This design comes from an exercise in tuning for small area, a short achievable clock period and few clock cycles on the open sky130 flow, not from production work. Function was checked by simulation only, so behaviour that the tests miss may differ from the original. No activity file was given, so power comes from the tool's default toggle rates.

== run a ==
Design sha1_hash_engine, start of the top module:
module sha1_hash_engine #(
    parameter int LENGTH_COUNT_BITS = 16
) (
    input  wire logic        i_clk,
    input  wire logic        i_rst_n,
    input  wire logic        start,
    output logic             busy,
    input  wire logic [7:0]  i_data_byte,
    input  wire logic        i_byte_present,
    input  wire logic        i_finish,
    output logic             o_valid,
    output logic [31:0]      o_digest_word,
    output logic [2:0]       o_word_index,
    output logic             o_last_word
);
Size in the first run: ~990 flip-flops, about 51 I/O pins.
make LEC_CHECK=0 CAP_MARGIN=20 CORE_MARGIN=2 CORE_UTILIZATION=70 CTS_CLUSTER_DIAMETER=60 CTS_CLUSTER_SIZE=30 SETUP_SLACK_MARGIN=4 SLEW_MARGIN=20 finish   # period 7.5 ns
run.sh (not shown) runs the stock make flow with config.mk's settings and CLKGATE_MAP_FILE= SYNTH_SCRIPT=/design/flow/synth_recipe.tcl, a recipe that flattens the netlist after the stock synthesis.
Testbench counts of run a, summed over its fixed seeds: cycles 77,357.
## Diff of input files: run b against run a
-- flow/design.v --
<<< run a, line 77
    logic [2:0] n_bcnt;
    logic       n_lenok, n_fresh, n_pre, n_wlo, n_w80, n_w1, n_ge2, n_busy;
    logic       n_sch, n_w78, n_act, n_dpa, n_init, n_rnd;
    assign use_init = r_init;
>>> run b, line 77
    logic [2:0] n_bcnt;
    logic       n_lenok, n_fresh, n_pre, n_wlo, n_w80, n_w1, n_ge2, n_busy;
    logic       in_shift, padshift, n_pbusy, n_full, n_push;
    logic [2:0] n_bcnt0, n_bcnt1;
    logic       n_sch, n_w78, n_act, n_dpa, n_init, n_rnd;
    assign use_init = r_init;
<<< run a, line 92
    assign acc_f = acc && i_finish;
    assign room = !r_bcnt[2] || stg_push;
    assign stg_shift = acc_b || (acc_f && !i_byte_present) ||
                       (r_pad == sha1_pkg::PAD_80 && room) ||
                       (r_pad == sha1_pkg::PAD_ZB && !r_bcnt[2]);
    always_comb begin
        if (sched_push)              o_push_src = sha1_pkg::SRC_SCHED;
>>> run b, line 94
    assign acc_f = acc && i_finish;
    assign room = !r_bcnt[2] || stg_push;
    assign in_shift  = acc && (i_byte_present || i_finish);
    assign padshift  = (r_pad == sha1_pkg::PAD_80 && room) ||
                       (r_pad == sha1_pkg::PAD_ZB && !r_bcnt[2]);
    assign stg_shift = in_shift || padshift;
    always_comb begin
        if (sched_push)              o_push_src = sha1_pkg::SRC_SCHED;
<<< run a, line 115
        n_w1  = (n_wcnt == 7'd1);
        n_ge2 = (n_wcnt >= 7'd2);
        n_bcnt = r_bcnt - (stg_push ? 3'd4 : 3'd0) + (stg_shift ? 3'd1 : 3'd0);
        n_pad   = r_pad;
        n_lenok = r_lenok;
>>> run b, line 118
        n_w1  = (n_wcnt == 7'd1);
        n_ge2 = (n_wcnt >= 7'd2);
        n_bcnt0 = r_bcnt - (stg_push ? 3'd4 : 3'd0) + (padshift ? 3'd1 : 3'd0);
        n_bcnt1 = r_bcnt - (stg_push ? 3'd4 : 3'd0) + 3'd1;
        n_bcnt  = in_shift ? n_bcnt1 : n_bcnt0;
        n_pad   = r_pad;
        n_lenok = r_lenok;
<<< run a, line 152
        n_rnd  = n_fresh && n_ge2;
        n_dpa  = (n_wlo || n_w80) && (!n_fresh || n_init || n_rnd);
        n_busy = (n_pad != sha1_pkg::PAD_NONE) || (n_bcnt[2] && !n_dpa);
    end
    assign o_busy      = r_busy;
>>> run b, line 157
        n_rnd  = n_fresh && n_ge2;
        n_dpa  = (n_wlo || n_w80) && (!n_fresh || n_init || n_rnd);
        n_pbusy = (r_pad != sha1_pkg::PAD_NONE) && (n_pad != sha1_pkg::PAD_NONE);
        n_full  = (r_bcnt[2] && !stg_push) || (r_bcnt == 3'd3 && padshift);
        n_busy  = n_pbusy || acc_f || ((n_full || (r_bcnt == 3'd3 && in_shift)) && !n_dpa);
        n_push  = n_sch || (n_dpa && (n_full || (r_bcnt == 3'd3 && in_shift) ||
                                      n_pad == sha1_pkg::PAD_ZW));
    end
    assign o_busy      = r_busy;
<<< run a, line 227
            r_rnd   <= n_rnd;
            r_step  <= n_init || n_rnd || r_ca[1];
            r_push  <= n_sch || (n_dpa && (n_bcnt[2] || n_pad == sha1_pkg::PAD_ZW));
            r_prev  <= r_ca[2] || (!n_pre && !n_act);
            r_rol   <= n_w78 || r_w78 || r_ca[0];
>>> run b, line 236
            r_rnd   <= n_rnd;
            r_step  <= n_init || n_rnd || r_ca[1];
            r_push  <= n_push;
            r_prev  <= r_ca[2] || (!n_pre && !n_act);
            r_rol   <= n_w78 || r_w78 || r_ca[0];
<<< run a, line 324
        endcase
    end
    assign x1s = f_val ^ r_d ^ w0;
    assign x1c = {(f_val[30:0] & r_d[30:0]) | (f_val[30:0] & w0[30:0]) | (r_d[30:0] & w0[30:0]), 1'b0};
    assign x2s = x1s ^ x1c ^ k_val;
    assign x2c = {(x1s[30:0] & x1c[30:0]) | (x1s[30:0] & k_val[30:0]) | (x1c[30:0] & k_val[30:0]), 1'b0};
    assign ra  = {r_a[26:0], r_a[31:27]};
    assign ys  = ra ^ r_qx;
>>> run b, line 333
        endcase
    end
    assign x1s = r_d ^ w0 ^ k_val;
    assign x1c = {(r_d[30:0] & w0[30:0]) | (r_d[30:0] & k_val[30:0]) | (w0[30:0] & k_val[30:0]), 1'b0};
    assign x2s = x1s ^ x1c ^ f_val;
    assign x2c = {(x1s[30:0] & x1c[30:0]) | (x1s[30:0] & f_val[30:0]) | (x1c[30:0] & f_val[30:0]), 1'b0};
    assign ra  = {r_a[26:0], r_a[31:27]};
    assign ys  = ra ^ r_qx;
==> comparison <==
- The higher logic gate share of total power of run a and run b is in run a.
- Going from run a to run b, via count fell by 1.8%, power per cell area went down 23%, post-synthesis sequential area ratio climbed 1.2 points, synthesized area went down.
- On run b: sequential power is about 15% lower than what run a gave.
- Run a has a lower number of signal-net buffers in the layout than run b.
- For the top achievable clock speed, run b came in about 4.4% lower than run a did.
- Of run a and run b, run b shows the higher portion of the clock cycle consumed by the worst path in the final layout, with run a below it.
- Number of cells in the design after placement: run b vs run a down 142
- Run b completed end to end with timing, DRC and antenna clean.
Testbench counts of run b, summed over its fixed seeds: cycles 77,357.

==> re-timing with driven ports <==
In the flow no input, the clock included, has a driving cell. The finished layouts below were timed again as built, in two steps. Step 1, drivers: a clkbuf_16 drives i_clk and a buf_2 each remaining input, both assumed. Step 2 moves the port delays by t, midway between the first and last clock arrival at a register: inputs arrive t later, outputs are due t later. That takes back most of the time a late clock gives input paths. a / b / c = ideal / step 1 / step 2; a / b = the first two.
run	t, ns	setup WS [ns]	slew at the worst register clock pin (ns)	worst slew at a driven data input, ns	cell pins on the clock port's net
run a	0.708	4.045 / 4.045 / 3.480	0.11 / 0.11	0.04	1
run b	0.705	3.884 / 3.884 / 3.504	0.12 / 0.12	0.07	1
After both steps every run listed still meets setup and hold. The setup slack of run a, which loses most, moves by 0.000 ns with the drivers and by -0.565 ns with both steps.
